This is an optimization exercise on Yosys and OpenROAD, whose aim is small area, a short achievable clock period and few clock cycles per item, not a production implementation.
No functional check of the RTL was part of any run shown here.
No activity file was given, so power comes from the tool's default toggle rates.

$ cat config.mk
export PLATFORM = sky130hd
export DESIGN_NAME = word_tokenizer_fnv1a_hasher_top
export DESIGN_NICKNAME = word_tokenizer_fnv1a_hasher_top
export VERILOG_FILES = /design/flow/design.v
export SDC_FILE = /design/flow/constraint.sdc
export NUM_CORES = 4
export LEC_CHECK = 0
export CAP_MARGIN = 20
export CORE_MARGIN = 2
export CORE_UTILIZATION = 40
export SETUP_SLACK_MARGIN = 2.0
export SLEW_MARGIN = 20
$ cat constraint.sdc
create_clock -name core_clock -period 6.5 [get_ports {clk}]
set_input_delay 1.3000 -clock core_clock [delete_from_list [all_inputs] [get_ports {clk}]]
set_output_delay 1.3000 -clock core_clock [all_outputs]
set_load 0.01 [all_outputs]
$ cat design.v
package wtok_pkg;
  localparam int unsigned LENGTH_WIDTH_DEF = 16;
  localparam logic [31:0] FNV_BASIS = 32'h811C_9DC5;
  localparam logic [31:0] FNV_PRIME = 32'h0100_0193;
  localparam logic [7:0] CHR_NUL = 8'h00;
  localparam logic [7:0] CHR_TAB = 8'h09;
  localparam logic [7:0] CHR_LF  = 8'h0A;
  localparam logic [7:0] CHR_VT  = 8'h0B;
  localparam logic [7:0] CHR_FF  = 8'h0C;
  localparam logic [7:0] CHR_CR  = 8'h0D;
  localparam logic [7:0] CHR_SP  = 8'h20;
  localparam logic [15:0] EOS_LENGTH = 16'd4;
  localparam int unsigned QUEUE_DEPTH = 4;
  localparam int unsigned QUEUE_PTR_W = $clog2(QUEUE_DEPTH);
  localparam int unsigned QUEUE_CNT_W = $clog2(QUEUE_DEPTH + 1);
  typedef struct packed {
    logic [7:0] data_byte;
    logic       end_of_input;
  } byte_t;
  typedef struct packed {
    logic [31:0] word_hash;
    logic [15:0] word_length;
    logic        is_eos;
    logic        last;
  } token_t;
  localparam int unsigned TOKEN_W = 50;  
  localparam logic [31:0] EOS_HASH = 32'hD79C_9359;
endpackage
import wtok_pkg::*;
module wtok_room (
  input  logic [1:0] cls,
  input  logic       in_word,
  input  logic [1:0] e_pre,
  input  logic       w_own,
  input  logic       e_post,
  input  logic       take,
  output logic       ok
);
  logic       e_front;
  logic [1:0] e_pre1;
  logic       w_own1;
  logic       e_post1;
  always_comb begin
    e_front = (e_pre != 2'd0);
    e_pre1  = e_pre;
    w_own1  = w_own;
    e_post1 = e_post;
    if (take) begin
      if (e_front) begin
        e_pre1 = e_pre - 2'd1;
      end else begin
        w_own1  = 1'b0;
        e_pre1  = {1'b0, e_post};
        e_post1 = 1'b0;
      end
    end
    case (cls)
      2'd1:    ok = !w_own1;
      2'd2:    ok = in_word || (w_own1 ? !e_post1 : (e_pre1 != 2'd2));
      2'd3:    ok = 1'b1;
      default: ok = 1'b0;
    endcase
  end
endmodule
module word_tokenizer_fnv1a_hasher_top #(
  parameter int unsigned LENGTH_WIDTH = wtok_pkg::LENGTH_WIDTH_DEF
) (
  input  logic   clk,
  input  logic   rst,
  input  logic   byte_valid,
  output logic   byte_ready,
  input  wtok_pkg::byte_t  byte_data,
  output logic   token_valid,
  input  logic   token_ready,
  output wtok_pkg::token_t token_data
);
  localparam logic [1:0] C_NONE = 2'd0;
  localparam logic [1:0] C_WORD = 2'd1;
  localparam logic [1:0] C_LF   = 2'd2;
  localparam logic [1:0] C_END  = 2'd3;
  logic [1:0]  ib_cls;
  logic [7:0]  ib_byte;
  logic                    in_word;
  logic [31:0]             hash_r;
  logic [LENGTH_WIDTH-1:0] len_r;
  logic                    last_r;
  logic [1:0]  e_pre;
  logic        w_own;
  logic        e_post;
  logic        rdy_nt;
  logic        rdy_t;
  logic        e_front;
  logic        take;
  logic        ok;
  logic        hash_upd;
  logic        word_end;
  logic        byte_xfer;
  logic        in_space;
  logic [1:0]  in_cls;
  logic [31:0] hash_sel;
  logic [31:0] mix_in;
  logic [31:0] mixed;
  logic [1:0]  ib_cls_n;
  logic        in_word_n;
  logic [1:0]  e_pre_n;
  logic        w_own_n;
  logic        e_post_n;
  logic        ok_nt_n;
  logic        ok_t_n;
  assign e_front     = (e_pre != 2'd0);
  assign token_valid = e_front || w_own;
  assign take        = token_valid && token_ready;
  assign token_data.word_hash   = e_front ? EOS_HASH : hash_r;
  assign token_data.word_length = e_front ? EOS_LENGTH : 16'(len_r);
  assign token_data.is_eos      = e_front;
  assign token_data.last        = e_front || last_r;
  assign byte_ready = rdy_nt || (token_ready && rdy_t);
  assign byte_xfer  = byte_valid && byte_ready;
  wtok_room u_room (
    .cls(ib_cls), .in_word(in_word), .e_pre(e_pre), .w_own(w_own),
    .e_post(e_post), .take(take), .ok(ok)
  );
  always_comb begin
    hash_upd = (ib_cls == C_WORD) && ok;
    word_end = ok && in_word && ib_cls[1];
    in_space = (byte_data.data_byte == CHR_SP)  || (byte_data.data_byte == CHR_LF) ||
               (byte_data.data_byte == CHR_CR)  || (byte_data.data_byte == CHR_TAB) ||
               (byte_data.data_byte == CHR_VT)  || (byte_data.data_byte == CHR_FF) ||
               (byte_data.data_byte == CHR_NUL);
    if (byte_data.end_of_input)                 in_cls = C_END;
    else if (byte_data.data_byte == CHR_LF)     in_cls = C_LF;
    else if (in_space)                          in_cls = C_END;
    else                                        in_cls = C_WORD;
    if (byte_xfer)   ib_cls_n = in_cls;
    else if (ok)     ib_cls_n = C_NONE;
    else             ib_cls_n = ib_cls;
    e_pre_n   = e_pre;
    w_own_n   = w_own;
    e_post_n  = e_post;
    in_word_n = in_word;
    if (take) begin
      if (e_front) begin
        e_pre_n = e_pre - 2'd1;
      end else begin
        w_own_n  = 1'b0;
        e_pre_n  = {1'b0, e_post};
        e_post_n = 1'b0;
      end
    end
    if (ok) begin
      case (ib_cls)
        C_WORD: in_word_n = 1'b1;
        C_LF: begin
          in_word_n = 1'b0;
          if (in_word) begin
            w_own_n  = 1'b1;
            e_post_n = 1'b1;
          end else if (w_own_n) begin
            e_post_n = 1'b1;
          end else begin
            e_pre_n  = e_pre_n + 2'd1;
          end
        end
        C_END: begin
          in_word_n = 1'b0;
          if (in_word) w_own_n = 1'b1;
        end
        default: ;
      endcase
    end
    hash_sel = in_word ? hash_r : FNV_BASIS;
    mix_in   = hash_sel ^ {{24{ib_byte[7]}}, ib_byte};
  end
  fnv_mul u_mul (.x(mix_in), .y(mixed));
  wtok_room u_room_nt (
    .cls(ib_cls_n), .in_word(in_word_n), .e_pre(e_pre_n), .w_own(w_own_n),
    .e_post(e_post_n), .take(1'b0), .ok(ok_nt_n)
  );
  wtok_room u_room_t (
    .cls(ib_cls_n), .in_word(in_word_n), .e_pre(e_pre_n), .w_own(w_own_n),
    .e_post(e_post_n), .take(1'b1), .ok(ok_t_n)
  );
  always_ff @(posedge clk) begin
    if (rst) begin
      ib_cls  <= C_NONE;
      in_word <= 1'b0;
      e_pre   <= 2'd0;
      w_own   <= 1'b0;
      e_post  <= 1'b0;
      rdy_nt  <= 1'b1;
      rdy_t   <= 1'b1;
    end else begin
      ib_cls  <= ib_cls_n;
      in_word <= in_word_n;
      e_pre   <= e_pre_n;
      w_own   <= w_own_n;
      e_post  <= e_post_n;
      rdy_nt  <= (ib_cls_n == C_NONE) || ok_nt_n;
      rdy_t   <= (ib_cls_n == C_NONE) || ((e_pre_n != 2'd0 || w_own_n) && ok_t_n);
    end
  end
  always_ff @(posedge clk) begin
    if (byte_xfer) begin
      ib_byte <= byte_data.data_byte;
    end
  end
  always_ff @(posedge clk) begin
    if (hash_upd) begin
      hash_r <= mixed;
      if (!in_word) begin
        len_r <= LENGTH_WIDTH'(1);
      end else if (len_r != '1) begin
        len_r <= len_r + LENGTH_WIDTH'(1);
      end
    end
    if (word_end) begin
      last_r <= (ib_cls == C_END);
    end
  end
endmodule
module fnv_mul (
  input  logic [31:0] x,
  output logic [31:0] y
);
  logic fs0;
  logic fc0;
  logic fs1;
  logic fc1;
  logic fs2;
  logic fc2;
  logic fs3;
  logic fc3;
  logic fs4;
  logic fc4;
  logic fs5;
  logic fc5;
  logic fs6;
  logic fc6;
  logic fs7;
  logic fc7;
  logic fs8;
  logic fc8;
  logic fs9;
  logic fc9;
  logic fs10;
  logic fc10;
  logic fs11;
  logic fc11;
  logic fs12;
  logic fc12;
  logic fs13;
  logic fc13;
  logic fs14;
  logic fc14;
  logic fs15;
  logic fc15;
  logic fs16;
  logic fc16;
  logic fs17;
  logic fc17;
  logic fs18;
  logic fc18;
  logic fs19;
  logic fc19;
  logic fs20;
  logic fc20;
  logic fs21;
  logic fc21;
  logic fs22;
  logic fc22;
  logic fs23;
  logic fc23;
  logic fs24;
  logic fc24;
  logic fs25;
  logic fc25;
  logic fs26;
  logic fc26;
  logic fs27;
  logic fc27;
  logic fs28;
  logic fc28;
  logic fs29;
  logic fc29;
  logic fs30;
  logic fc30;
  logic fs31;
  logic fc31;
  logic fs32;
  logic fc32;
  logic fs33;
  logic fc33;
  logic fs34;
  logic fc34;
  logic fs35;
  logic fc35;
  logic fs36;
  logic fc36;
  logic fs37;
  logic fc37;
  logic fs38;
  logic fc38;
  logic fs39;
  logic fc39;
  logic fs40;
  logic fc40;
  logic fs41;
  logic fc41;
  logic fs42;
  logic fc42;
  logic fs43;
  logic fc43;
  logic fs44;
  logic fc44;
  logic fs45;
  logic fc45;
  logic fs46;
  logic fc46;
  logic fs47;
  logic fc47;
  logic fs48;
  logic fc48;
  logic fs49;
  logic fc49;
  logic fs50;
  logic fc50;
  logic fs51;
  logic fc51;
  logic fs52;
  logic fc52;
  logic fs53;
  logic fc53;
  logic fs54;
  logic fc54;
  logic fs55;
  logic fc55;
  logic fs56;
  logic fc56;
  logic fs57;
  logic fc57;
  logic fs58;
  logic fc58;
  logic fs59;
  logic fc59;
  logic fs60;
  logic fc60;
  logic fs61;
  logic fc61;
  logic fs62;
  logic fc62;
  logic fs63;
  logic fc63;
  logic fs64;
  logic fc64;
  logic fs65;
  logic fc65;
  logic fs66;
  logic fc66;
  logic fs67;
  logic fc67;
  logic fs68;
  logic fc68;
  logic fs69;
  logic fc69;
  logic fs70;
  logic fc70;
  logic fs71;
  logic fc71;
  logic fs72;
  logic fc72;
  logic fs73;
  logic fc73;
  logic fs74;
  logic fc74;
  logic fs75;
  logic fc75;
  logic fs76;
  logic fc76;
  logic fs77;
  logic fc77;
  logic fs78;
  logic fc78;
  logic fs79;
  logic fc79;
  logic fs80;
  logic fc80;
  logic fs81;
  logic fc81;
  logic fs82;
  logic fc82;
  logic fs83;
  logic fc83;
  logic fs84;
  logic fc84;
  logic [31:0] ra, rb;
  assign fs0 = x[4] ^ x[3] ^ x[0];
  assign fc0 = (x[4] & x[3]) | (x[4] & x[0]) | (x[3] & x[0]);
  assign fs1 = x[5] ^ x[4] ^ x[1];
  assign fc1 = (x[5] & x[4]) | (x[5] & x[1]) | (x[4] & x[1]);
  assign fs2 = x[6] ^ x[5] ^ x[2];
  assign fc2 = (x[6] & x[5]) | (x[6] & x[2]) | (x[5] & x[2]);
  assign fs3 = x[7] ^ x[6] ^ x[3];
  assign fc3 = (x[7] & x[6]) | (x[7] & x[3]) | (x[6] & x[3]);
  assign fs4 = x[0] ^ fc2 ^ fs3;
  assign fc4 = (x[0] & fc2) | (x[0] & fs3) | (fc2 & fs3);
  assign fs5 = x[8] ^ x[7] ^ x[4];
  assign fc5 = (x[8] & x[7]) | (x[8] & x[4]) | (x[7] & x[4]);
  assign fs6 = x[1] ^ x[0] ^ fc3;
  assign fc6 = (x[1] & x[0]) | (x[1] & fc3) | (x[0] & fc3);
  assign fs7 = fs5 ^ fc4 ^ fs6;
  assign fc7 = (fs5 & fc4) | (fs5 & fs6) | (fc4 & fs6);
  assign fs8 = x[9] ^ x[8] ^ x[5];
  assign fc8 = (x[9] & x[8]) | (x[9] & x[5]) | (x[8] & x[5]);
  assign fs9 = x[2] ^ x[1] ^ fc5;
  assign fc9 = (x[2] & x[1]) | (x[2] & fc5) | (x[1] & fc5);
  assign fs10 = fs8 ^ fc6 ^ fs9;
  assign fc10 = (fs8 & fc6) | (fs8 & fs9) | (fc6 & fs9);
  assign fs11 = x[10] ^ x[9] ^ x[6];
  assign fc11 = (x[10] & x[9]) | (x[10] & x[6]) | (x[9] & x[6]);
  assign fs12 = x[3] ^ x[2] ^ fc8;
  assign fc12 = (x[3] & x[2]) | (x[3] & fc8) | (x[2] & fc8);
  assign fs13 = fs11 ^ fc9 ^ fs12;
  assign fc13 = (fs11 & fc9) | (fs11 & fs12) | (fc9 & fs12);
  assign fs14 = x[11] ^ x[10] ^ x[7];
  assign fc14 = (x[11] & x[10]) | (x[11] & x[7]) | (x[10] & x[7]);
  assign fs15 = x[4] ^ x[3] ^ fc11;
  assign fc15 = (x[4] & x[3]) | (x[4] & fc11) | (x[3] & fc11);
  assign fs16 = fs14 ^ fc12 ^ fs15;
  assign fc16 = (fs14 & fc12) | (fs14 & fs15) | (fc12 & fs15);
  assign fs17 = x[12] ^ x[11] ^ x[8];
  assign fc17 = (x[12] & x[11]) | (x[12] & x[8]) | (x[11] & x[8]);
  assign fs18 = x[5] ^ x[4] ^ fc14;
  assign fc18 = (x[5] & x[4]) | (x[5] & fc14) | (x[4] & fc14);
  assign fs19 = fs17 ^ fc15 ^ fs18;
  assign fc19 = (fs17 & fc15) | (fs17 & fs18) | (fc15 & fs18);
  assign fs20 = x[13] ^ x[12] ^ x[9];
  assign fc20 = (x[13] & x[12]) | (x[13] & x[9]) | (x[12] & x[9]);
  assign fs21 = x[6] ^ x[5] ^ fc17;
  assign fc21 = (x[6] & x[5]) | (x[6] & fc17) | (x[5] & fc17);
  assign fs22 = fs20 ^ fc18 ^ fs21;
  assign fc22 = (fs20 & fc18) | (fs20 & fs21) | (fc18 & fs21);
  assign fs23 = x[14] ^ x[13] ^ x[10];
  assign fc23 = (x[14] & x[13]) | (x[14] & x[10]) | (x[13] & x[10]);
  assign fs24 = x[7] ^ x[6] ^ fc20;
  assign fc24 = (x[7] & x[6]) | (x[7] & fc20) | (x[6] & fc20);
  assign fs25 = fs23 ^ fc21 ^ fs24;
  assign fc25 = (fs23 & fc21) | (fs23 & fs24) | (fc21 & fs24);
  assign fs26 = x[15] ^ x[14] ^ x[11];
  assign fc26 = (x[15] & x[14]) | (x[15] & x[11]) | (x[14] & x[11]);
  assign fs27 = x[8] ^ x[7] ^ fc23;
  assign fc27 = (x[8] & x[7]) | (x[8] & fc23) | (x[7] & fc23);
  assign fs28 = fs26 ^ fc24 ^ fs27;
  assign fc28 = (fs26 & fc24) | (fs26 & fs27) | (fc24 & fs27);
  assign fs29 = x[16] ^ x[15] ^ x[12];
  assign fc29 = (x[16] & x[15]) | (x[16] & x[12]) | (x[15] & x[12]);
  assign fs30 = x[9] ^ x[8] ^ fc26;
  assign fc30 = (x[9] & x[8]) | (x[9] & fc26) | (x[8] & fc26);
  assign fs31 = fs29 ^ fc27 ^ fs30;
  assign fc31 = (fs29 & fc27) | (fs29 & fs30) | (fc27 & fs30);
  assign fs32 = x[17] ^ x[16] ^ x[13];
  assign fc32 = (x[17] & x[16]) | (x[17] & x[13]) | (x[16] & x[13]);
  assign fs33 = x[10] ^ x[9] ^ fc29;
  assign fc33 = (x[10] & x[9]) | (x[10] & fc29) | (x[9] & fc29);
  assign fs34 = fs32 ^ fc30 ^ fs33;
  assign fc34 = (fs32 & fc30) | (fs32 & fs33) | (fc30 & fs33);
  assign fs35 = x[18] ^ x[17] ^ x[14];
  assign fc35 = (x[18] & x[17]) | (x[18] & x[14]) | (x[17] & x[14]);
  assign fs36 = x[11] ^ x[10] ^ fc32;
  assign fc36 = (x[11] & x[10]) | (x[11] & fc32) | (x[10] & fc32);
  assign fs37 = fs35 ^ fc33 ^ fs36;
  assign fc37 = (fs35 & fc33) | (fs35 & fs36) | (fc33 & fs36);
  assign fs38 = x[19] ^ x[18] ^ x[15];
  assign fc38 = (x[19] & x[18]) | (x[19] & x[15]) | (x[18] & x[15]);
  assign fs39 = x[12] ^ x[11] ^ fc35;
  assign fc39 = (x[12] & x[11]) | (x[12] & fc35) | (x[11] & fc35);
  assign fs40 = fs38 ^ fc36 ^ fs39;
  assign fc40 = (fs38 & fc36) | (fs38 & fs39) | (fc36 & fs39);
  assign fs41 = x[20] ^ x[19] ^ x[16];
  assign fc41 = (x[20] & x[19]) | (x[20] & x[16]) | (x[19] & x[16]);
  assign fs42 = x[13] ^ x[12] ^ fc38;
  assign fc42 = (x[13] & x[12]) | (x[13] & fc38) | (x[12] & fc38);
  assign fs43 = fs41 ^ fc39 ^ fs42;
  assign fc43 = (fs41 & fc39) | (fs41 & fs42) | (fc39 & fs42);
  assign fs44 = x[21] ^ x[20] ^ x[17];
  assign fc44 = (x[21] & x[20]) | (x[21] & x[17]) | (x[20] & x[17]);
  assign fs45 = x[14] ^ x[13] ^ fc41;
  assign fc45 = (x[14] & x[13]) | (x[14] & fc41) | (x[13] & fc41);
  assign fs46 = fs44 ^ fc42 ^ fs45;
  assign fc46 = (fs44 & fc42) | (fs44 & fs45) | (fc42 & fs45);
  assign fs47 = x[22] ^ x[21] ^ x[18];
  assign fc47 = (x[22] & x[21]) | (x[22] & x[18]) | (x[21] & x[18]);
  assign fs48 = x[15] ^ x[14] ^ fc44;
  assign fc48 = (x[15] & x[14]) | (x[15] & fc44) | (x[14] & fc44);
  assign fs49 = fs47 ^ fc45 ^ fs48;
  assign fc49 = (fs47 & fc45) | (fs47 & fs48) | (fc45 & fs48);
  assign fs50 = x[23] ^ x[22] ^ x[19];
  assign fc50 = (x[23] & x[22]) | (x[23] & x[19]) | (x[22] & x[19]);
  assign fs51 = x[16] ^ x[15] ^ fc47;
  assign fc51 = (x[16] & x[15]) | (x[16] & fc47) | (x[15] & fc47);
  assign fs52 = fs50 ^ fc48 ^ fs51;
  assign fc52 = (fs50 & fc48) | (fs50 & fs51) | (fc48 & fs51);
  assign fs53 = x[24] ^ x[23] ^ x[20];
  assign fc53 = (x[24] & x[23]) | (x[24] & x[20]) | (x[23] & x[20]);
  assign fs54 = x[17] ^ x[16] ^ x[0];
  assign fc54 = (x[17] & x[16]) | (x[17] & x[0]) | (x[16] & x[0]);
  assign fs55 = fc50 ^ fs53 ^ fs54;
  assign fc55 = (fc50 & fs53) | (fc50 & fs54) | (fs53 & fs54);
  assign fs56 = fc51 ^ fs55 ^ fc52;
  assign fc56 = (fc51 & fs55) | (fc51 & fc52) | (fs55 & fc52);
  assign fs57 = x[25] ^ x[24] ^ x[21];
  assign fc57 = (x[25] & x[24]) | (x[25] & x[21]) | (x[24] & x[21]);
  assign fs58 = x[18] ^ x[17] ^ x[1];
  assign fc58 = (x[18] & x[17]) | (x[18] & x[1]) | (x[17] & x[1]);
  assign fs59 = fc53 ^ fc54 ^ fs57;
  assign fc59 = (fc53 & fc54) | (fc53 & fs57) | (fc54 & fs57);
  assign fs60 = fs58 ^ fc55 ^ fs59;
  assign fc60 = (fs58 & fc55) | (fs58 & fs59) | (fc55 & fs59);
  assign fs61 = x[26] ^ x[25] ^ x[22];
  assign fc61 = (x[26] & x[25]) | (x[26] & x[22]) | (x[25] & x[22]);
  assign fs62 = x[19] ^ x[18] ^ x[2];
  assign fc62 = (x[19] & x[18]) | (x[19] & x[2]) | (x[18] & x[2]);
  assign fs63 = fc57 ^ fc58 ^ fs61;
  assign fc63 = (fc57 & fc58) | (fc57 & fs61) | (fc58 & fs61);
  assign fs64 = fs62 ^ fc59 ^ fs63;
  assign fc64 = (fs62 & fc59) | (fs62 & fs63) | (fc59 & fs63);
  assign fs65 = x[27] ^ x[26] ^ x[23];
  assign fc65 = (x[27] & x[26]) | (x[27] & x[23]) | (x[26] & x[23]);
  assign fs66 = x[20] ^ x[19] ^ x[3];
  assign fc66 = (x[20] & x[19]) | (x[20] & x[3]) | (x[19] & x[3]);
  assign fs67 = fc61 ^ fc62 ^ fs65;
  assign fc67 = (fc61 & fc62) | (fc61 & fs65) | (fc62 & fs65);
  assign fs68 = fs66 ^ fc63 ^ fs67;
  assign fc68 = (fs66 & fc63) | (fs66 & fs67) | (fc63 & fs67);
  assign fs69 = x[28] ^ x[27] ^ x[24];
  assign fc69 = (x[28] & x[27]) | (x[28] & x[24]) | (x[27] & x[24]);
  assign fs70 = x[21] ^ x[20] ^ x[4];
  assign fc70 = (x[21] & x[20]) | (x[21] & x[4]) | (x[20] & x[4]);
  assign fs71 = fc65 ^ fc66 ^ fs69;
  assign fc71 = (fc65 & fc66) | (fc65 & fs69) | (fc66 & fs69);
  assign fs72 = fs70 ^ fc67 ^ fs71;
  assign fc72 = (fs70 & fc67) | (fs70 & fs71) | (fc67 & fs71);
  assign fs73 = x[29] ^ x[28] ^ x[25];
  assign fc73 = (x[29] & x[28]) | (x[29] & x[25]) | (x[28] & x[25]);
  assign fs74 = x[22] ^ x[21] ^ x[5];
  assign fc74 = (x[22] & x[21]) | (x[22] & x[5]) | (x[21] & x[5]);
  assign fs75 = fc69 ^ fc70 ^ fs73;
  assign fc75 = (fc69 & fc70) | (fc69 & fs73) | (fc70 & fs73);
  assign fs76 = fs74 ^ fc71 ^ fs75;
  assign fc76 = (fs74 & fc71) | (fs74 & fs75) | (fc71 & fs75);
  assign fs77 = x[30] ^ x[29] ^ x[26];
  assign fc77 = (x[30] & x[29]) | (x[30] & x[26]) | (x[29] & x[26]);
  assign fs78 = x[23] ^ x[22] ^ x[6];
  assign fc78 = (x[23] & x[22]) | (x[23] & x[6]) | (x[22] & x[6]);
  assign fs79 = fc73 ^ fc74 ^ fs77;
  assign fc79 = (fc73 & fc74) | (fc73 & fs77) | (fc74 & fs77);
  assign fs80 = fs78 ^ fc75 ^ fs79;
  assign fc80 = (fs78 & fc75) | (fs78 & fs79) | (fc75 & fs79);
  assign fs81 = x[31] ^ x[30] ^ x[27];
  assign fc81 = (x[31] & x[30]) | (x[31] & x[27]) | (x[30] & x[27]);
  assign fs82 = x[24] ^ x[23] ^ x[7];
  assign fc82 = (x[24] & x[23]) | (x[24] & x[7]) | (x[23] & x[7]);
  assign fs83 = fc77 ^ fc78 ^ fs81;
  assign fc83 = (fc77 & fc78) | (fc77 & fs81) | (fc78 & fs81);
  assign fs84 = fs82 ^ fc79 ^ fs83;
  assign fc84 = (fs82 & fc79) | (fs82 & fs83) | (fc79 & fs83);
  assign ra[0] = x[0];
  assign rb[0] = 1'b0;
  assign ra[1] = x[1];
  assign rb[1] = x[0];
  assign ra[2] = x[2];
  assign rb[2] = x[1];
  assign ra[3] = x[3];
  assign rb[3] = x[2];
  assign ra[4] = fs0;
  assign rb[4] = 1'b0;
  assign ra[5] = fc0;
  assign rb[5] = fs1;
  assign ra[6] = fc1;
  assign rb[6] = fs2;
  assign ra[7] = fs4;
  assign rb[7] = 1'b0;
  assign ra[8] = fs7;
  assign rb[8] = 1'b0;
  assign ra[9] = fc7;
  assign rb[9] = fs10;
  assign ra[10] = fc10;
  assign rb[10] = fs13;
  assign ra[11] = fc13;
  assign rb[11] = fs16;
  assign ra[12] = fc16;
  assign rb[12] = fs19;
  assign ra[13] = fc19;
  assign rb[13] = fs22;
  assign ra[14] = fc22;
  assign rb[14] = fs25;
  assign ra[15] = fc25;
  assign rb[15] = fs28;
  assign ra[16] = fc28;
  assign rb[16] = fs31;
  assign ra[17] = fc31;
  assign rb[17] = fs34;
  assign ra[18] = fc34;
  assign rb[18] = fs37;
  assign ra[19] = fc37;
  assign rb[19] = fs40;
  assign ra[20] = fc40;
  assign rb[20] = fs43;
  assign ra[21] = fc43;
  assign rb[21] = fs46;
  assign ra[22] = fc46;
  assign rb[22] = fs49;
  assign ra[23] = fc49;
  assign rb[23] = fs52;
  assign ra[24] = fs56;
  assign rb[24] = 1'b0;
  assign ra[25] = fs60;
  assign rb[25] = fc56;
  assign ra[26] = fc60;
  assign rb[26] = fs64;
  assign ra[27] = fc64;
  assign rb[27] = fs68;
  assign ra[28] = fc68;
  assign rb[28] = fs72;
  assign ra[29] = fc72;
  assign rb[29] = fs76;
  assign ra[30] = fc76;
  assign rb[30] = fs80;
  assign ra[31] = fc80;
  assign rb[31] = fs84;
  logic [31:0] g0, p0;
  assign g0 = ra & rb;
  assign p0 = ra ^ rb;
  logic gL0_1, pL0_1;
  assign gL0_1 = g0[1] | (p0[1] & g0[0]);
  assign pL0_1 = p0[1] & p0[0];
  logic gL0_3, pL0_3;
  assign gL0_3 = g0[3] | (p0[3] & g0[2]);
  assign pL0_3 = p0[3] & p0[2];
  logic gL0_5, pL0_5;
  assign gL0_5 = g0[5] | (p0[5] & g0[4]);
  assign pL0_5 = p0[5] & p0[4];
  logic gL0_7, pL0_7;
  assign gL0_7 = g0[7] | (p0[7] & g0[6]);
  assign pL0_7 = p0[7] & p0[6];
  logic gL0_9, pL0_9;
  assign gL0_9 = g0[9] | (p0[9] & g0[8]);
  assign pL0_9 = p0[9] & p0[8];
  logic gL0_11, pL0_11;
  assign gL0_11 = g0[11] | (p0[11] & g0[10]);
  assign pL0_11 = p0[11] & p0[10];
  logic gL0_13, pL0_13;
  assign gL0_13 = g0[13] | (p0[13] & g0[12]);
  assign pL0_13 = p0[13] & p0[12];
  logic gL0_15, pL0_15;
  assign gL0_15 = g0[15] | (p0[15] & g0[14]);
  assign pL0_15 = p0[15] & p0[14];
  logic gL0_17, pL0_17;
  assign gL0_17 = g0[17] | (p0[17] & g0[16]);
  assign pL0_17 = p0[17] & p0[16];
  logic gL0_19, pL0_19;
  assign gL0_19 = g0[19] | (p0[19] & g0[18]);
  assign pL0_19 = p0[19] & p0[18];
  logic gL0_21, pL0_21;
  assign gL0_21 = g0[21] | (p0[21] & g0[20]);
  assign pL0_21 = p0[21] & p0[20];
  logic gL0_23, pL0_23;
  assign gL0_23 = g0[23] | (p0[23] & g0[22]);
  assign pL0_23 = p0[23] & p0[22];
  logic gL0_25, pL0_25;
  assign gL0_25 = g0[25] | (p0[25] & g0[24]);
  assign pL0_25 = p0[25] & p0[24];
  logic gL0_27, pL0_27;
  assign gL0_27 = g0[27] | (p0[27] & g0[26]);
  assign pL0_27 = p0[27] & p0[26];
  logic gL0_29, pL0_29;
  assign gL0_29 = g0[29] | (p0[29] & g0[28]);
  assign pL0_29 = p0[29] & p0[28];
  logic gL0_31, pL0_31;
  assign gL0_31 = g0[31] | (p0[31] & g0[30]);
  assign pL0_31 = p0[31] & p0[30];
  logic gL1_2, pL1_2;
  assign gL1_2 = g0[2] | (p0[2] & gL0_1);
  assign pL1_2 = p0[2] & pL0_1;
  logic gL1_3, pL1_3;
  assign gL1_3 = gL0_3 | (pL0_3 & gL0_1);
  assign pL1_3 = pL0_3 & pL0_1;
  logic gL1_6, pL1_6;
  assign gL1_6 = g0[6] | (p0[6] & gL0_5);
  assign pL1_6 = p0[6] & pL0_5;
  logic gL1_7, pL1_7;
  assign gL1_7 = gL0_7 | (pL0_7 & gL0_5);
  assign pL1_7 = pL0_7 & pL0_5;
  logic gL1_10, pL1_10;
  assign gL1_10 = g0[10] | (p0[10] & gL0_9);
  assign pL1_10 = p0[10] & pL0_9;
  logic gL1_11, pL1_11;
  assign gL1_11 = gL0_11 | (pL0_11 & gL0_9);
  assign pL1_11 = pL0_11 & pL0_9;
  logic gL1_14, pL1_14;
  assign gL1_14 = g0[14] | (p0[14] & gL0_13);
  assign pL1_14 = p0[14] & pL0_13;
  logic gL1_15, pL1_15;
  assign gL1_15 = gL0_15 | (pL0_15 & gL0_13);
  assign pL1_15 = pL0_15 & pL0_13;
  logic gL1_18, pL1_18;
  assign gL1_18 = g0[18] | (p0[18] & gL0_17);
  assign pL1_18 = p0[18] & pL0_17;
  logic gL1_19, pL1_19;
  assign gL1_19 = gL0_19 | (pL0_19 & gL0_17);
  assign pL1_19 = pL0_19 & pL0_17;
  logic gL1_22, pL1_22;
  assign gL1_22 = g0[22] | (p0[22] & gL0_21);
  assign pL1_22 = p0[22] & pL0_21;
  logic gL1_23, pL1_23;
  assign gL1_23 = gL0_23 | (pL0_23 & gL0_21);
  assign pL1_23 = pL0_23 & pL0_21;
  logic gL1_26, pL1_26;
  assign gL1_26 = g0[26] | (p0[26] & gL0_25);
  assign pL1_26 = p0[26] & pL0_25;
  logic gL1_27, pL1_27;
  assign gL1_27 = gL0_27 | (pL0_27 & gL0_25);
  assign pL1_27 = pL0_27 & pL0_25;
  logic gL1_30, pL1_30;
  assign gL1_30 = g0[30] | (p0[30] & gL0_29);
  assign pL1_30 = p0[30] & pL0_29;
  logic gL1_31, pL1_31;
  assign gL1_31 = gL0_31 | (pL0_31 & gL0_29);
  assign pL1_31 = pL0_31 & pL0_29;
  logic gL2_4, pL2_4;
  assign gL2_4 = g0[4] | (p0[4] & gL1_3);
  assign pL2_4 = p0[4] & pL1_3;
  logic gL2_5, pL2_5;
  assign gL2_5 = gL0_5 | (pL0_5 & gL1_3);
  assign pL2_5 = pL0_5 & pL1_3;
  logic gL2_6, pL2_6;
  assign gL2_6 = gL1_6 | (pL1_6 & gL1_3);
  assign pL2_6 = pL1_6 & pL1_3;
  logic gL2_7, pL2_7;
  assign gL2_7 = gL1_7 | (pL1_7 & gL1_3);
  assign pL2_7 = pL1_7 & pL1_3;
  logic gL2_12, pL2_12;
  assign gL2_12 = g0[12] | (p0[12] & gL1_11);
  assign pL2_12 = p0[12] & pL1_11;
  logic gL2_13, pL2_13;
  assign gL2_13 = gL0_13 | (pL0_13 & gL1_11);
  assign pL2_13 = pL0_13 & pL1_11;
  logic gL2_14, pL2_14;
  assign gL2_14 = gL1_14 | (pL1_14 & gL1_11);
  assign pL2_14 = pL1_14 & pL1_11;
  logic gL2_15, pL2_15;
  assign gL2_15 = gL1_15 | (pL1_15 & gL1_11);
  assign pL2_15 = pL1_15 & pL1_11;
  logic gL2_20, pL2_20;
  assign gL2_20 = g0[20] | (p0[20] & gL1_19);
  assign pL2_20 = p0[20] & pL1_19;
  logic gL2_21, pL2_21;
  assign gL2_21 = gL0_21 | (pL0_21 & gL1_19);
  assign pL2_21 = pL0_21 & pL1_19;
  logic gL2_22, pL2_22;
  assign gL2_22 = gL1_22 | (pL1_22 & gL1_19);
  assign pL2_22 = pL1_22 & pL1_19;
  logic gL2_23, pL2_23;
  assign gL2_23 = gL1_23 | (pL1_23 & gL1_19);
  assign pL2_23 = pL1_23 & pL1_19;
  logic gL2_28, pL2_28;
  assign gL2_28 = g0[28] | (p0[28] & gL1_27);
  assign pL2_28 = p0[28] & pL1_27;
  logic gL2_29, pL2_29;
  assign gL2_29 = gL0_29 | (pL0_29 & gL1_27);
  assign pL2_29 = pL0_29 & pL1_27;
  logic gL2_30, pL2_30;
  assign gL2_30 = gL1_30 | (pL1_30 & gL1_27);
  assign pL2_30 = pL1_30 & pL1_27;
  logic gL2_31, pL2_31;
  assign gL2_31 = gL1_31 | (pL1_31 & gL1_27);
  assign pL2_31 = pL1_31 & pL1_27;
  logic gL3_8, pL3_8;
  assign gL3_8 = g0[8] | (p0[8] & gL2_7);
  assign pL3_8 = p0[8] & pL2_7;
  logic gL3_9, pL3_9;
  assign gL3_9 = gL0_9 | (pL0_9 & gL2_7);
  assign pL3_9 = pL0_9 & pL2_7;
  logic gL3_10, pL3_10;
  assign gL3_10 = gL1_10 | (pL1_10 & gL2_7);
  assign pL3_10 = pL1_10 & pL2_7;
  logic gL3_11, pL3_11;
  assign gL3_11 = gL1_11 | (pL1_11 & gL2_7);
  assign pL3_11 = pL1_11 & pL2_7;
  logic gL3_12, pL3_12;
  assign gL3_12 = gL2_12 | (pL2_12 & gL2_7);
  assign pL3_12 = pL2_12 & pL2_7;
  logic gL3_13, pL3_13;
  assign gL3_13 = gL2_13 | (pL2_13 & gL2_7);
  assign pL3_13 = pL2_13 & pL2_7;
  logic gL3_14, pL3_14;
  assign gL3_14 = gL2_14 | (pL2_14 & gL2_7);
  assign pL3_14 = pL2_14 & pL2_7;
  logic gL3_15, pL3_15;
  assign gL3_15 = gL2_15 | (pL2_15 & gL2_7);
  assign pL3_15 = pL2_15 & pL2_7;
  logic gL3_24, pL3_24;
  assign gL3_24 = g0[24] | (p0[24] & gL2_23);
  assign pL3_24 = p0[24] & pL2_23;
  logic gL3_25, pL3_25;
  assign gL3_25 = gL0_25 | (pL0_25 & gL2_23);
  assign pL3_25 = pL0_25 & pL2_23;
  logic gL3_26, pL3_26;
  assign gL3_26 = gL1_26 | (pL1_26 & gL2_23);
  assign pL3_26 = pL1_26 & pL2_23;
  logic gL3_27, pL3_27;
  assign gL3_27 = gL1_27 | (pL1_27 & gL2_23);
  assign pL3_27 = pL1_27 & pL2_23;
  logic gL3_28, pL3_28;
  assign gL3_28 = gL2_28 | (pL2_28 & gL2_23);
  assign pL3_28 = pL2_28 & pL2_23;
  logic gL3_29, pL3_29;
  assign gL3_29 = gL2_29 | (pL2_29 & gL2_23);
  assign pL3_29 = pL2_29 & pL2_23;
  logic gL3_30, pL3_30;
  assign gL3_30 = gL2_30 | (pL2_30 & gL2_23);
  assign pL3_30 = pL2_30 & pL2_23;
  logic gL3_31, pL3_31;
  assign gL3_31 = gL2_31 | (pL2_31 & gL2_23);
  assign pL3_31 = pL2_31 & pL2_23;
  logic gL4_16, pL4_16;
  assign gL4_16 = g0[16] | (p0[16] & gL3_15);
  assign pL4_16 = p0[16] & pL3_15;
  logic gL4_17, pL4_17;
  assign gL4_17 = gL0_17 | (pL0_17 & gL3_15);
  assign pL4_17 = pL0_17 & pL3_15;
  logic gL4_18, pL4_18;
  assign gL4_18 = gL1_18 | (pL1_18 & gL3_15);
  assign pL4_18 = pL1_18 & pL3_15;
  logic gL4_19, pL4_19;
  assign gL4_19 = gL1_19 | (pL1_19 & gL3_15);
  assign pL4_19 = pL1_19 & pL3_15;
  logic gL4_20, pL4_20;
  assign gL4_20 = gL2_20 | (pL2_20 & gL3_15);
  assign pL4_20 = pL2_20 & pL3_15;
  logic gL4_21, pL4_21;
  assign gL4_21 = gL2_21 | (pL2_21 & gL3_15);
  assign pL4_21 = pL2_21 & pL3_15;
  logic gL4_22, pL4_22;
  assign gL4_22 = gL2_22 | (pL2_22 & gL3_15);
  assign pL4_22 = pL2_22 & pL3_15;
  logic gL4_23, pL4_23;
  assign gL4_23 = gL2_23 | (pL2_23 & gL3_15);
  assign pL4_23 = pL2_23 & pL3_15;
  logic gL4_24, pL4_24;
  assign gL4_24 = gL3_24 | (pL3_24 & gL3_15);
  assign pL4_24 = pL3_24 & pL3_15;
  logic gL4_25, pL4_25;
  assign gL4_25 = gL3_25 | (pL3_25 & gL3_15);
  assign pL4_25 = pL3_25 & pL3_15;
  logic gL4_26, pL4_26;
  assign gL4_26 = gL3_26 | (pL3_26 & gL3_15);
  assign pL4_26 = pL3_26 & pL3_15;
  logic gL4_27, pL4_27;
  assign gL4_27 = gL3_27 | (pL3_27 & gL3_15);
  assign pL4_27 = pL3_27 & pL3_15;
  logic gL4_28, pL4_28;
  assign gL4_28 = gL3_28 | (pL3_28 & gL3_15);
  assign pL4_28 = pL3_28 & pL3_15;
  logic gL4_29, pL4_29;
  assign gL4_29 = gL3_29 | (pL3_29 & gL3_15);
  assign pL4_29 = pL3_29 & pL3_15;
  logic gL4_30, pL4_30;
  assign gL4_30 = gL3_30 | (pL3_30 & gL3_15);
  assign pL4_30 = pL3_30 & pL3_15;
  logic gL4_31, pL4_31;
  assign gL4_31 = gL3_31 | (pL3_31 & gL3_15);
  assign pL4_31 = pL3_31 & pL3_15;
  assign y[0] = p0[0];
  assign y[1] = p0[1] ^ g0[0];
  assign y[2] = p0[2] ^ gL0_1;
  assign y[3] = p0[3] ^ gL1_2;
  assign y[4] = p0[4] ^ gL1_3;
  assign y[5] = p0[5] ^ gL2_4;
  assign y[6] = p0[6] ^ gL2_5;
  assign y[7] = p0[7] ^ gL2_6;
  assign y[8] = p0[8] ^ gL2_7;
  assign y[9] = p0[9] ^ gL3_8;
  assign y[10] = p0[10] ^ gL3_9;
  assign y[11] = p0[11] ^ gL3_10;
  assign y[12] = p0[12] ^ gL3_11;
  assign y[13] = p0[13] ^ gL3_12;
  assign y[14] = p0[14] ^ gL3_13;
  assign y[15] = p0[15] ^ gL3_14;
  assign y[16] = p0[16] ^ gL3_15;
  assign y[17] = p0[17] ^ gL4_16;
  assign y[18] = p0[18] ^ gL4_17;
  assign y[19] = p0[19] ^ gL4_18;
  assign y[20] = p0[20] ^ gL4_19;
  assign y[21] = p0[21] ^ gL4_20;
  assign y[22] = p0[22] ^ gL4_21;
  assign y[23] = p0[23] ^ gL4_22;
  assign y[24] = p0[24] ^ gL4_23;
  assign y[25] = p0[25] ^ gL4_24;
  assign y[26] = p0[26] ^ gL4_25;
  assign y[27] = p0[27] ^ gL4_26;
  assign y[28] = p0[28] ^ gL4_27;
  assign y[29] = p0[29] ^ gL4_28;
  assign y[30] = p0[30] ^ gL4_29;
  assign y[31] = p0[31] ^ gL4_30;
endmodule
$ cat run.sh
#!/bin/bash
# synth_recipe.tcl (not shown) runs the flow's synth.tcl, then flattens the netlist and writes it again
# the make line also repeats each setting of config.mk as NAME=value (left out here)
make -C /OpenROAD-flow-scripts/flow DESIGN_CONFIG=/design/flow/config.mk WORK_HOME=/design/flow/orfs CLKGATE_MAP_FILE= SYNTH_SCRIPT=/design/flow/synth_recipe.tcl finish
==> notes.md, run 1 <==
- Status: timing/DRC/antenna clean
- Sequential area share after synthesis: 0.2857
- Diodes inserted: 0
- F_max: 223.7 MHz
- Post-route cell area: 8808 um2
- Placed cells: between 900 and 1k
- First-pass iteration count of the detailed router: 6
- Synth Area in Adders: 0.3095
- Startpoint Class: flip-flop
- First-pass GRT wire length: 27040 um
- Transition time of the tightest slew-check pin: 1.001 ns
- Unrepaired setup endpoints after global routing: yes
- Worst Skew: 0.01001 ns
- GRT Total Usage: 0.1974
- CTS root buf: clkbuf_16
- Hpwl dp: 11790 um
- Die area: 17600 um2
- Vias in the first global route: 5174
- Compound-cell area share of the yosys netlist: 0.06368
- Fin crit period: between 4 and 5 ns
- Clk Latency, worst-skew pair: 0.35 ns
- Num CTS Buffers: 9
- Overflow after GRT: 0
- Async SR Flop Fraction: 0
- Die width: 132.7 um
- Top-Level Pins: 65
- Pre-CTS WS: 1.159 ns
- CTS tree: built
- Pleak: 3.565 nW
- CP Max Fanout: 6
- Setup ws final: 2.030 ns
- DRT iter0 DRCs: 185
- Average wire per standard cell: 17.07 um
- Post-Syn Nets: 782
- Number of routed nets with antenna violations: 0
- Max Cap Viol: 0
- Starting Density: 0.4036
- Mux contribution to synthesized area: 0.001701
- Die height: 132.7 um
- Max-slew violation count: 0
- Layout cells sized above 1: 0.1753
- Placement Rows: 47
- Filler Cell Count: 1398
- Routability cong.: 0.8292
- IO buf count: 64
- Slowest stage cell, crit path: fa_1
- Arrival @ worst endpoint: approximately 4.6 ns
- Ys flop type: edfxtp_1
- Final setup fails: 0
- Placed cell area: approximately 7600 um2
- Drc violations: 0
- Syn_area_per_cell: ~10 um2
- Cells after Synth: 655
- Via count: 4819
- Crit Path Class: flip-flop to flip-flop
- Required time of the critical path: 6.59 ns
- Post-synth EDFFs: 57
- CP dominant cell by count: fa_1
- Vias per std cell: 4.953
- Count of cell types in the netlist: 45
- Synth Area in Simple Gates: 0.1612
- Hold/Removal Path Class: flip-flop to flip-flop
- Core box area: 16410 um2
- Fin Setup TNS: 0 ns
- Max H-tree Level: 3
- Crit path largest cell delay: around 0.50 ns
- Clock Tree Buf Depth: 2
- Synthesis Warnings: 2
- Largest net degree at the start of global routing: 33
- Clock net sink count: 66
- Slew HR: 0.3318
- Seq cells post-synth: 66
- Crit-path cells: buf_6, buf_12, xor2_4, inv_4, fa_2, fa_1, fa_1, inv_1, ha_2, nor3_4, nand2b_1, o21a_2, a22o_4, a211oi_4, buf_4, o211ai_1, a21oi_1, xnor2_1
- Hold Fails Final Rpt: 0
- Synth Area in XOR/XNOR: 0.1005
- Area delta synth->final: 33.03%
- Total Power: 5.142 mW
- Worst Setup End Kind: flip-flop
- Largest family of logic cells by synthesized area: adder cells
- Crit share post-route: 0.6877
- DRT Wirelength: 16610 um
- Cts hold-fix bufs: 0
- Initial antenna violation count: 0
- Layout Cells excl Fill: about 1000
- Netlist Area Pre-Place: between 6000 and 7000 um2
- Peak supply drop: 0.4219 mV
- PD cells: 583.8 nW/um2
- Reg clk slew, reported paths: 0.06 ns
- NumNets Final: 875
[synthesized netlist by cell type, types with 3 or more instances]
library cell,n,area [um2]
edfxtp_1,57,1712
nor3_1,7,35.03
nand4_1,3,18.77
nand3_1,10,50.05
fa_1,83,1662
and4_1,4,35.03
a311oi_1,3,26.28
nand2_1,42,157.7
nand2b_1,19,118.9
o211ai_1,3,22.52
clkbuf_1,21,78.83
a21oi_1,16,80.08
xnor2_1,44,385.4
nor2b_1,5,31.28
a21o_1,5,37.54
nor2_1,27,101.4
a31oi_1,3,18.77
xor2_1,32,280.3
and3_1,6,37.54
or3_1,23,143.9
inv_1,113,424.2
o21a_1,5,37.54
dfxtp_1,9,180.2
o21ai_0,13,65.06
and2_1,48,300.3
ha_1,31,387.9
[worst paths after layout]
check | from | to | slack [ns] | cells past startpoint
setup / recovery | ib_byte[7]$_DFFE_PP_ | hash_r[30]$_DFFE_PP_ | 2.03 | 18
hold reg to reg | e_post$_SDFF_PP0_ | e_post$_SDFF_PP0_ | 0.51 | 2
setup reg to reg | ib_byte[7]$_DFFE_PP_ | hash_r[30]$_DFFE_PP_ | 2.03 | 18
hold / removal | e_post$_SDFF_PP0_ | e_post$_SDFF_PP0_ | 0.51 | 2
[power by group]
part	leakage [nW]	switching, mW	total (mW)	internal [mW]
Sequential	0.611	0.0733	0.847	0.774
Combinational	2.79	1.88	3.72	1.84
Clock	0.163	0.202	0.578	0.376
[timing repair]
action	in CTS	in global routing
setup buffers	26	5
cloned	3	0
setup endpoints to repair	18	12
resized for setup	75	24
pin swaps	24	21
[cell usage in the layout (no fill, tap or decap), types with 14 or more instances in the layout]
cell             count
ha_1                21
clkdlybuf4s50_1     64
nor2_1              22
xor2_1              19
or3_1               23
nand2b_1            16
fa_1                78
nand2_1             40
a21oi_1             14
buf_4               33
and2_1              48
inv_1               99
xnor2_1             35
edfxtp_1            57
[critical path: cells and delay by family (launching register included)]
| kind | cells | cell delay [ns] |
|---|---|---|
| buffers and inverters | 5 | 0.60 |
| AOI/OAI and AO/OA | 5 | 1.09 |
| and+or+nand+nor | 2 | 0.26 |
| adders and majority gates | 4 | 1.56 |
| xor gates and xnor gates | 2 | 0.30 |
| DFF | 1 | 0.37 |
[sequential cells by signal, indices dropped and copies added, names as in the netlist]
register / count
hash_r: 32
in_word: 1
e_pre: 2
w_own: 1
e_post: 1
ib_cls: 2
last_r: 1
len_r: 16
rdy_nt: 1
ib_byte: 8
rdy_t: 1
[per-layer routing]
layer,part of all wire,wire length [um],vias up,GRT usage
met3,0.038,625,12,0.03946
met2,0.51,8525,104,0.3414
met5,0,0,-,0
met4,0.0073,121,0,0.03704
li1,-,-,2272,-
met1,0.44,7335,2431,0.2598
[final cells by class]
class	count	area (um2)	share of cell area
Timing Repair Buffer	105	1059	0.1202
Clock buffer	10	229.0	0.02599
Clock inverter	6	115.1	0.01307
Sequential cell	66	1896	0.2152
Tap cell	220	275.3	0.03125
Inverter	113	432.9	0.04915
Multi-Input combinational cell	453	4802	0.5452
[kinds of logic (layout without fill, tap and decap cells)]
logic type,count (synthesis),count (layout)
and+or+nand+nor,199,199
buffers and inverters,136,234
adders and majority gates,114,114
xor gates and xnor gates,76,76
DFF,66,66
AOI/OAI and AO/OA,63,63
muxes,1,1
[stage by stage]
stage / hold slack [ns] / utilization
2_1_floorplan: 0.4626 / -
3_3_place_gp: 0.4894 / 0.4622
3_5_place_dp: 0.4974 / 0.4622
4_1_cts: 0.5077 / 0.5273
5_1_grt: 0.5348 / 0.5369
6_report: 0.5105 / 0.5369
==> run 2: changes to the inputs <==
--- a/config.mk
+++ b/config.mk
@@ -9,4 +9,4 @@
 export CORE_MARGIN = 2
 export CORE_UTILIZATION = 40
-export SETUP_SLACK_MARGIN = 2.0
+export SETUP_SLACK_MARGIN = 2.5
 export SLEW_MARGIN = 20
==> notes.md, run 2 <==
- Pre-CTS WS: 1.305 ns (+0.1466 ns)
- Unrepaired setup endpoints after global routing: yes
- Vias per std cell: 4.880 (-1.5%)
- Placement Rows: 47 (unchanged)
- Synthesis Warnings: 2 (unchanged)
- Netlist Area Pre-Place: 6621 um2 (unchanged)
- NumNets Final: 885 (+1.1%)
- Crit share post-route: 0.6724 (-0.01529)
- DRT iter0 DRCs: 237 (+28%)
- Max H-tree Level: 3 (unchanged)
- Most frequent cells in the layout: inv_1, fa_1, clkdlybuf4s50_1
- Sequential area share after synthesis: 0.2857 (unchanged)
- Status: timing/DRC/antenna clean
- Reg clk slew, reported paths: 0.06 ns (about the same)
- Leading cell type in the layout, fill and taps excluded: inv_1
- Clk Latency, worst-skew pair: 0.34 ns (about the same)
- Total Power: 5.365 mW (+4.3%)
- Layout cells sized above 1: 0.2149 (+0.03964)
- Die area: 17600 um2 (unchanged)
- Peak supply drop: 0.3805 mV (-9.8%)
- Routability cong.: 0.9453 (+14%)
- Slew HR: 0.5419 (+0.2100)
- Ys flop type: edfxtp_1
- Filler Cell Count: 1363 (-2.5%)
- F_max: 228.8 MHz (+2.3%)
- Cell taking the most area after synthesis: edfxtp_1
- Final setup fails: 0 (unchanged)
- Vias in the first global route: 5176 (+0.039%)
- Setup ws final: 2.130 ns (+0.09941 ns)
- PD cells: 596.8 nW/um2 (+2.2%)
- Initial antenna violation count: 0 (unchanged)
- Count of cell types in the netlist: 45 (unchanged)
- Biggest regs: hash_r: 32 flops, len_r: 16 flops, ib_byte: 8 flops
- Arrival @ worst endpoint: 4.45 ns (-0.11 ns)
- Via count: 4797 (-0.46%)
- Hold Fails Final Rpt: 0 (unchanged)
- Max-slew violation count: 0 (unchanged)
- Worst Setup End Kind: flip-flop
- CTS root buf: clkbuf_16
- Pleak: 3.681 nW (+3.2%)
- Die height: 132.7 um (unchanged)
- Largest net degree at the start of global routing: 33 (unchanged)
- First-pass iteration count of the detailed router: 5 (-1)
- Clock net sink count: 66 (unchanged)
- Cells after Synth: 655 (unchanged)
- Transition time of the tightest slew-check pin: 0.6872 ns (-0.3137 ns)
- Area delta synth->final: 35.77%
- Diodes inserted: 0 (unchanged)
- Cts hold-fix bufs: 0 (unchanged)
- Seq cells post-synth: 66 (unchanged)
- Post-Syn Nets: 782 (unchanged)
- Top cell type's share of synthesized area: 0.2585 (unchanged)
- Max Cap Viol: 0 (unchanged)
- GRT Total Usage: 0.2018 (+0.004416)
- Drc violations: 0 (unchanged)
- Num CTS Buffers: 9 (unchanged)
- Largest Register: hash_r
- CTS tree: built
- Worst Skew: 0.01082 ns (+0.0008174 ns)
- First-pass GRT wire length: 27460 um (+1.6%)
- DRT Wirelength: 16770 um (+0.99%)
- Top post-synthesis cells by area: edfxtp_1, fa_1, inv_1
- Hold/Removal Path Class: flip-flop to flip-flop
- Async SR Flop Fraction: 0 (unchanged)
- Fin crit period: 4.370 ns (-0.09941 ns)
- Count leader, synth: inv_1
- Post-synth EDFFs: 57 (unchanged)
- Crit Path Class: flip-flop to flip-flop
- Required time of the critical path: 6.58 ns (about the same)
- Core box area: 16410 um2 (unchanged)
- Overflow after GRT: 0 (unchanged)
- IO buf count: 64 (unchanged)
- Hpwl dp: 12480 um (+5.8%)
- Starting Density: 0.4036 (unchanged)
- Largest register FFs: 32 (unchanged)
- Die width: 132.7 um (unchanged)
- Startpoint Class: flip-flop
- Fin Setup TNS: 0 ns (unchanged)
- CP Max Fanout: 8 (+2)
- Synth top cells by count: inv_1, fa_1, edfxtp_1, and2_1, xnor2_1
- Top-Level Pins: 65 (unchanged)
- Final hold slack: 0.5088 ns (-0.001653 ns)
- Number of routed nets with antenna violations: 0 (unchanged)
- Average wire per standard cell: 17.06 um (about the same)
- Clock Tree Buf Depth: 2 (unchanged)
- Syn_area_per_cell: 10.11 um2 (unchanged)
run 2: cell counts after synthesis:
Identical to the previous run, type by type.
run 2: cells by family after synthesis:
logic type	count (synthesis)	share of synthesized area
simple gates	199	0.1612
buf+inv	136	0.07767
fa+ha+maj	114	0.3095
xor+xnor	76	0.1005
flops	66	0.2857
compound gates	63	0.06368
mux	1	0.001701
run 2: critical path, cell delays in order, from the launching register on:
cell and delay, ns:
dfxtp_4 0.43, bufbuf_16 0.29, nand2_2 0.09, xnor2_4 0.18, buf_4 0.15, fa_1 0.36
inv_1 0.09, fa_1 0.45, fa_1 0.50, inv_1 0.05, ha_1 0.31, inv_1 0.10
o21bai_1 0.09, a22o_4 0.26, a211oi_4 0.30, o21ai_2 0.12, o41ai_2 0.25, xnor2_1 0.10
run 2: cell type report:
type / instances / area (um2) / share of cell area
clock buffer: 10 / 229.0 / 0.02547
clock inverter: 6 / 115.1 / 0.01280
inverter: 113 / 426.7 / 0.04746
multi-input combinational: 453 / 4896 / 0.5446
sequential: 66 / 1896 / 0.2109
tap: 220 / 275.3 / 0.03062
timing repair buffer: 115 / 1152 / 0.1282
run 2: routing by layer:
| metal | GRT usage | wire length [um] |
|---|---|---|
| met5 | 0 | 0 |
| met4 | 0.07945 | 536 |
| met3 | 0.03563 | 830 |
| met2 | 0.3261 | 8020 |
| met1 | 0.2712 | 7386 |
run 2: through the flow:
step | std cells | instance area (um2) | util
6_report | 983 | 8990 | 0.5479
5_1_grt | 983 | 8990 | 0.5479
4_1_cts | 979 | 8884 | 0.5414
3_5_place_dp | 924 | 7914 | 0.4823
3_3_place_gp | 924 | 7914 | 0.4823
2_1_floorplan | 655 | 7119 | -
run 2: path summary, 6_finish.rpt:
path                                             end  cells after the start  slack, ns               start
worst max-delay path            hash_r[31]$_DFFE_PP_                     17       2.13  in_word$_SDFF_PP0_
worst min-delay path               e_post$_SDFF_PP0_                      2       0.51   e_post$_SDFF_PP0_
worst max register to register  hash_r[31]$_DFFE_PP_                     17       2.13  in_word$_SDFF_PP0_
worst min register to register     e_post$_SDFF_PP0_                      2       0.51   e_post$_SDFF_PP0_
run 2: repair_timing:
item | CTS | global route
buffers inserted | 38 | 4
pin swaps | 17 | 8
gates resized for setup | 48 | 19
endpoints found under the setup margin | 24 | 18
cloned | 1 | 0
run 2: power breakdown:
| part | internal [mW] | switching, mW |
|---|---|---|
| sequential | 0.774 | 0.0739 |
| combinational | 1.99 | 1.95 |
| clock | 0.376 | 0.200 |
==> run 3: changes to the inputs <==
--- a/config.mk
+++ b/config.mk
@@ -6,7 +6,8 @@
 export NUM_CORES = 4
 export LEC_CHECK = 0
+export ABC_CLOCK_PERIOD_IN_PS = 4000
 export CAP_MARGIN = 20
 export CORE_MARGIN = 2
 export CORE_UTILIZATION = 40
-export SETUP_SLACK_MARGIN = 2.5
+export SETUP_SLACK_MARGIN = 1.5
 export SLEW_MARGIN = 20
==> notes.md, run 3 <==
- Startpoint Class: flip-flop
- Syn_area_per_cell: 10.11 um2 (unchanged)
- Most frequent cells in the layout: inv_1, fa_1, clkdlybuf4s50_1
- Sequential area share after synthesis: 0.2857 (unchanged)
- First-pass GRT wire length: 25850 um (-5.9%)
- Leading cell type in the layout, fill and taps excluded: inv_1
- R2R Path End: hash_r[31]$_DFFE_PP_
- Cts hold-fix bufs: 0 (unchanged)
- Unrepaired setup endpoints after global routing: no
- Net Sw Power: 1.975 mW (-11%)
- Max-slew violation count: 0 (unchanged)
- Number of routed nets with antenna violations: 0 (unchanged)
- CP Max Fanout: 5 (-3)
- Hold/Removal Path Class: flip-flop to flip-flop
- Peak supply drop: 0.3944 mV (+3.6%)
- Worst Skew: 0.008610 ns (-0.002214 ns)
- Clock share of power: 0.107 (about the same)
- Vias in the first global route: 5060 (-2.2%)
- Netlist Area Pre-Place: 6621 um2 (unchanged)
- Final setup fails: 0 (unchanged)
- Pleak: 3.356 nW (-8.8%)
- Placed cells: 926 (+0.22%)
- First-pass iteration count of the detailed router: 4 (-1)
- Seq cells post-synth: 66 (unchanged)
- Diodes inserted: 0 (unchanged)
- CTS tree: built
- Max H-tree Level: 3 (unchanged)
- Crit share post-route: 0.7362 (+0.06380)
- M1 GR Usage: 0.2473 (-0.02394)
- Max Cap Viol: 0 (unchanged)
- Top cell type's share of synthesized area: 0.2585 (unchanged)
- Count leader, synth: inv_1
- Worst Setup End Kind: flip-flop
- Async SR Flop Fraction: 0 (unchanged)
- Ys flop type: edfxtp_1
- Area delta synth->final: 23.13%
- DRT iter0 DRCs: 253 (+6.8%)
- Final hold slack: 0.5083 ns (-0.0005970 ns)
- Initial antenna violation count: 1 (+1)
- Routability cong.: 0.8534 (-9.7%)
- Crit path to: hash_r[31]$_DFFE_PP_
- Via count: 4671 (-2.6%)
- P_int: 2.561 mW (-18%)
- Hpwl dp: 12100 um (-3.1%)
- Largest register FFs: 32 (unchanged)
- Synth top cells by count: inv_1, fa_1, edfxtp_1, and2_1, xnor2_1
- NumNets Final: 854 (-3.5%)
- Clock net sink count: 66 (unchanged)
- Post-synth EDFFs: 57 (unchanged)
- Die height: 132.7 um (unchanged)
- Cell taking the most area after synthesis: edfxtp_1
- Post-Syn Nets: 782 (unchanged)
- Layout Cells excl Fill: 952 (-3.2%)
- Status: timing/DRC/antenna clean
- Reg2Reg Depth: 17 (unchanged)
- Comb power frac: 0.707 (-0.027)
- Seq pwr share: 0.186 (+0.028)
- Biggest regs: hash_r: 32 flops, len_r: 16 flops, ib_byte: 8 flops
- Top-Level Pins: 65 (unchanged)
- Fin Setup TNS: 0 ns (unchanged)
- Clk Latency, worst-skew pair: 0.35 ns (about the same)
- DRT Wirelength: 15790 um (-5.9%)
- Placement Rows: 47 (unchanged)
- Num CTS Buffers: 9 (unchanged)
- Arrival @ worst endpoint: 4.87 ns (+0.42 ns)
- Average wire per standard cell: 16.58 um (-2.8%)
- Crit Path Class: flip-flop to flip-flop
- Cells after Synth: 655 (unchanged)
- Reg clk slew, reported paths: 0.06 ns (about the same)
- Count of cell types in the netlist: 45 (unchanged)
- Reg2reg start: ib_byte[7]$_DFFE_PP_
- Slowest stage cell, crit path: edfxtp_1
- CTS root buf: clkbuf_16
- IO buf count: 64 (unchanged)
- Slew HR: 0.5049 (-0.03695)
- Fin crit period: 4.785 ns (+0.4147 ns)
- Hold Fails Final Rpt: 0 (unchanged)
- Switching part of the total: 0.4354 (+0.02077)
- GR Util met2: 0.3250 (-0.001151)
- Crit-path cells: buf_4, xor2_4, inv_2, fa_1, inv_1, fa_1, inv_1, fa_1, ha_1, o21ai_0, a22oi_1, o21a_1, a22o_2, a211oi_4, o21ai_1, o41ai_2, xnor2_1
- GRT Total Usage: 0.1893 (-0.01248)
- Required time of the critical path: 6.59 ns (about the same)
- Drc violations: 0 (unchanged)
- Largest Register: hash_r
- F_max: 209.0 MHz (-8.7%)
- Die width: 132.7 um (unchanged)
- Global route hottest layer: met2
- GR Layer Usage met3: 0.02989 (-0.005747)
- Overflow after GRT: 0 (unchanged)
- Transition time of the tightest slew-check pin: 0.7401 ns (+0.05292 ns)
- Crit path largest cell delay: 0.49 ns (about the same)
- CP dominant cell by count: fa_1
- Starting Density: 0.4036 (unchanged)
- Core box area: 16410 um2 (unchanged)
- Crit. Startpoint: ib_byte[7]$_DFFE_PP_
- Clock Tree Buf Depth: 2 (unchanged)
- Die area: 17600 um2 (unchanged)
- Synthesis Warnings: 2 (unchanged)
- Top post-synthesis cells by area: edfxtp_1, fa_1, inv_1
- FF-to-FF setup slack: 1.71 ns (-0.41 ns)
- PD cells: 556.5 nW/um2 (-6.8%)
- Vias per std cell: 4.907 (+0.54%)
- Largest net degree at the start of global routing: 33 (unchanged)
- Layout cells sized above 1: 0.09563 (-0.1193)
## run 3: per-stage QoR
stage	utilization	power [mW]	worst slack, ns	cell area [um2]
finish	0.4969	4.537	1.715	8153
global route	0.4969	4.985	1.470	8153
CTS	0.4814	4.486	1.503	7898
detailed placement	0.4592	3.940	1.204	7533
global placement	0.4592	3.900	1.341	7533
floorplan	-	3.149	1.612	6621
## run 3: layout make-up
class,instances,area (um2)
tap,220,275.3
inverter,113,427.9
multi-input combinational,453,4472
clock buffer,11,232.7
fill,1490,8254
timing repair buffer,84,794.5
sequential,66,1896
clock inverter,5,55.05
## run 3: routing by layer
layer	vias to the layer above	routed length, um
met1	2317	6859
met3	19	685
met2	110	7979
li1	2225	-
met5	-	0
met4	0	263
## run 3: cell families after synthesis
family,after synthesis,synth area share
mux,1,0.001701
fa+ha+maj,114,0.3095
simple gates,199,0.1612
compound gates,63,0.06368
flops,66,0.2857
xor+xnor,76,0.1005
buf+inv,136,0.07767
## run 3: worst min-delay path by stage
| stage | endpoint | start | slack (ns) | depth (start not counted) |
|---|---|---|---|---|
| finish | e_post$_SDFF_PP0_ | e_post$_SDFF_PP0_ | 0.51 | 2 |
| detailed placement | e_post$_SDFF_PP0_ | e_post$_SDFF_PP0_ | 0.50 | 2 |
| CTS | e_post$_SDFF_PP0_ | e_post$_SDFF_PP0_ | 0.51 | 2 |
| global route | e_post$_SDFF_PP0_ | e_post$_SDFF_PP0_ | 0.54 | 2 |
| global placement | e_post$_SDFF_PP0_ | e_post$_SDFF_PP0_ | 0.49 | 2 |
| floorplan | e_post$_SDFF_PP0_ | e_post$_SDFF_PP0_ | 0.46 | 2 |
## run 3: power by group through the flow
stage	clock, mW	sequential (mW)	combinational, mW
2_1_floorplan	0	0.810	2.34
3_3_place_gp	0	0.854	3.05
3_5_place_dp	0	0.852	3.09
4_1_cts	0.497	0.844	3.14
5_1_grt	0.518	0.854	3.61
6_report	0.488	0.842	3.21
## run 3: worst max-delay path: cells and delay by family, from the launching register on
family,cells,cell delay (ns)
xor gates and xnor gates,2,0.35
AOI/OAI and AO/OA,7,1.62
buffers and inverters,4,0.51
adders and majority gates,4,1.57
DFF,1,0.49
## run 3: repair_timing
item,in CTS,in global routing
pin swaps,0,2
hold endpoints to repair,0,0
endpoints found under the setup margin,13,10
resized for setup,9,32
buffers inserted,2,8
==> run 4: changes to the inputs <==
--- a/config.mk
+++ b/config.mk
@@ -6,5 +6,5 @@
 export NUM_CORES = 4
 export LEC_CHECK = 0
-export ABC_CLOCK_PERIOD_IN_PS = 4000
+export ABC_CLOCK_PERIOD_IN_PS = 3000
 export CAP_MARGIN = 20
 export CORE_MARGIN = 2
==> notes.md, run 4 <==
- Status: timing/DRC/antenna clean
- CP dominant cell by count: fa_1
- Netlist Area Pre-Place: 6621 um2 (unchanged)
- Reg clk slew, reported paths: 0.06 ns (about the same)
- GRT Total Usage: 0.1893 (unchanged)
- Number of routed nets with antenna violations: 0 (unchanged)
- Fin Setup TNS: 0 ns (unchanged)
- Hold Fails Final Rpt: 0 (unchanged)
- Post-route cell area: 8153 um2 (unchanged)
- CTS tree: built
- Peak supply drop: 0.3944 mV (unchanged)
- Die height: 132.7 um (unchanged)
- IO buf count: 64 (unchanged)
- Crit Path Class: flip-flop to flip-flop
- CP Max Fanout: 5 (unchanged)
- CTS root buf: clkbuf_16
- Top-Level Pins: 65 (unchanged)
- Ys flop type: edfxtp_1
- Slowest stage cell, crit path: edfxtp_1
- Crit-path cells: buf_4, xor2_4, inv_2, fa_1, inv_1, fa_1, inv_1, fa_1, ha_1, o21ai_0, a22oi_1, o21a_1, a22o_2, a211oi_4, o21ai_1, o41ai_2, xnor2_1
- Top cell type's share of synthesized area: 0.2585 (unchanged)
- DRT Wirelength: 15790 um (unchanged)
- Net Sw Power: 1.975 mW (unchanged)
- Top delay family on crit path: compound AO/OA/AOI/OAI gates
- Max Cap Viol: 0 (unchanged)
- Final setup fails: 0 (unchanged)
- Slew HR: 0.5049 (unchanged)
- Max H-tree Level: 3 (unchanged)
- Synthesis Warnings: 2 (unchanged)
- Layout Cells excl Fill: 952 (unchanged)
- Syn_area_per_cell: 10.11 um2 (unchanged)
- Count of cell types in the netlist: 45 (unchanged)
- Largest Register: hash_r
- Biggest regs: hash_r: 32 flops, len_r: 16 flops, ib_byte: 8 flops
- Clock Tree Buf Depth: 2 (unchanged)
- First-pass GRT wire length: 25850 um (unchanged)
- Pleak: 3.356 nW (unchanged)
- DRT iter0 DRCs: 253 (unchanged)
- Clk Latency, worst-skew pair: 0.35 ns (about the same)
- Async SR Flop Fraction: 0 (unchanged)
- Placed cell area: 7533 um2 (unchanged)
- Comb power frac: 0.707 (about the same)
- Via count: 4671 (unchanged)
- Reg2Reg Depth: 17 (unchanged)
- Startpoint Class: flip-flop
- Synth top cells by count: inv_1, fa_1, edfxtp_1, and2_1, xnor2_1
- Average wire per standard cell: 16.58 um (unchanged)
- Largest register FFs: 32 (unchanged)
- Vias in the first global route: 5060 (unchanged)
-- run 4: cell counts after synthesis --
No cell type changed its count.
-- run 4: per-stage QoR --
step / setup WS, ns / hold slack (ns) / total power, mW
after floorplan: 1.612 / 0.4626 / 3.149
after global placement: 1.341 / 0.4883 / 3.900
after detailed placement: 1.204 / 0.4998 / 3.940
after CTS: 1.503 / 0.5084 / 4.486
after global routing: 1.470 / 0.5372 / 4.985
final: 1.715 / 0.5083 / 4.537
-- run 4: power groups by stage --
stage,clock network [mW],logic [mW],registers [mW]
2_1_floorplan,0,2.34,0.810
3_3_place_gp,0,3.05,0.854
3_5_place_dp,0,3.09,0.852
4_1_cts,0.497,3.14,0.844
5_1_grt,0.518,3.61,0.854
6_report,0.488,3.21,0.842
-- run 4: worst max path at each step --
stage,from,endpoint
2_1_floorplan,in_word$_SDFF_PP0_,hash_r[31]$_DFFE_PP_
3_3_place_gp,ib_byte[7]$_DFFE_PP_,hash_r[31]$_DFFE_PP_
3_5_place_dp,ib_byte[7]$_DFFE_PP_,hash_r[31]$_DFFE_PP_
4_1_cts,ib_byte[7]$_DFFE_PP_,hash_r[31]$_DFFE_PP_
5_1_grt,in_word$_SDFF_PP0_,hash_r[31]$_DFFE_PP_
6_report,ib_byte[7]$_DFFE_PP_,hash_r[31]$_DFFE_PP_
-- run 4: cell type report --
cell class	instances	share of cell area
multi-input cells	453	0.5485
flip-flops and latches	66	0.2325
repair buffers	84	0.09745
inverters	113	0.05249
well taps	220	0.03376
clock buffers	11	0.02855
clock inverters	5	0.006753
-- run 4: layer usage --
metal / track usage / part of all wire / up-vias / wire (um)
li1: - / - / 2225 / -
met1: 0.2473 / 0.43 / 2317 / 6859
met2: 0.3250 / 0.51 / 110 / 7979
met3: 0.02989 / 0.043 / 19 / 685
met4: 0.05735 / 0.017 / 0 / 263
met5: 0 / 0 / - / 0
-- run 4: repair_timing --
item,CTS,global route
endpoints found under the setup margin,13,10
gates resized for setup,9,32
buffers inserted,2,8
pin swaps,0,2
-- run 4: kinds of logic after synthesis --
family          count (synthesis)  share of synthesized area
simple gates                  199                     0.1612
buf+inv                       136                    0.07767
fa+ha+maj                     114                     0.3095
xor+xnor                       76                     0.1005
flops                          66                     0.2857
compound gates                 63                    0.06368
mux                             1                   0.001701
-- run 4: worst register-to-register path: stages (launching register included) --
cell	delay, ns
edfxtp_1	0.49
buf_4	0.21
xor2_4	0.25
inv_2	0.12
fa_1	0.43
inv_1	0.10
fa_1	0.40
inv_1	0.08
fa_1	0.42
ha_1	0.33
o21ai_0	0.22
a22oi_1	0.13
o21a_1	0.19
a22o_2	0.34
a211oi_4	0.33
o21ai_1	0.15
o41ai_2	0.27
xnor2_1	0.11
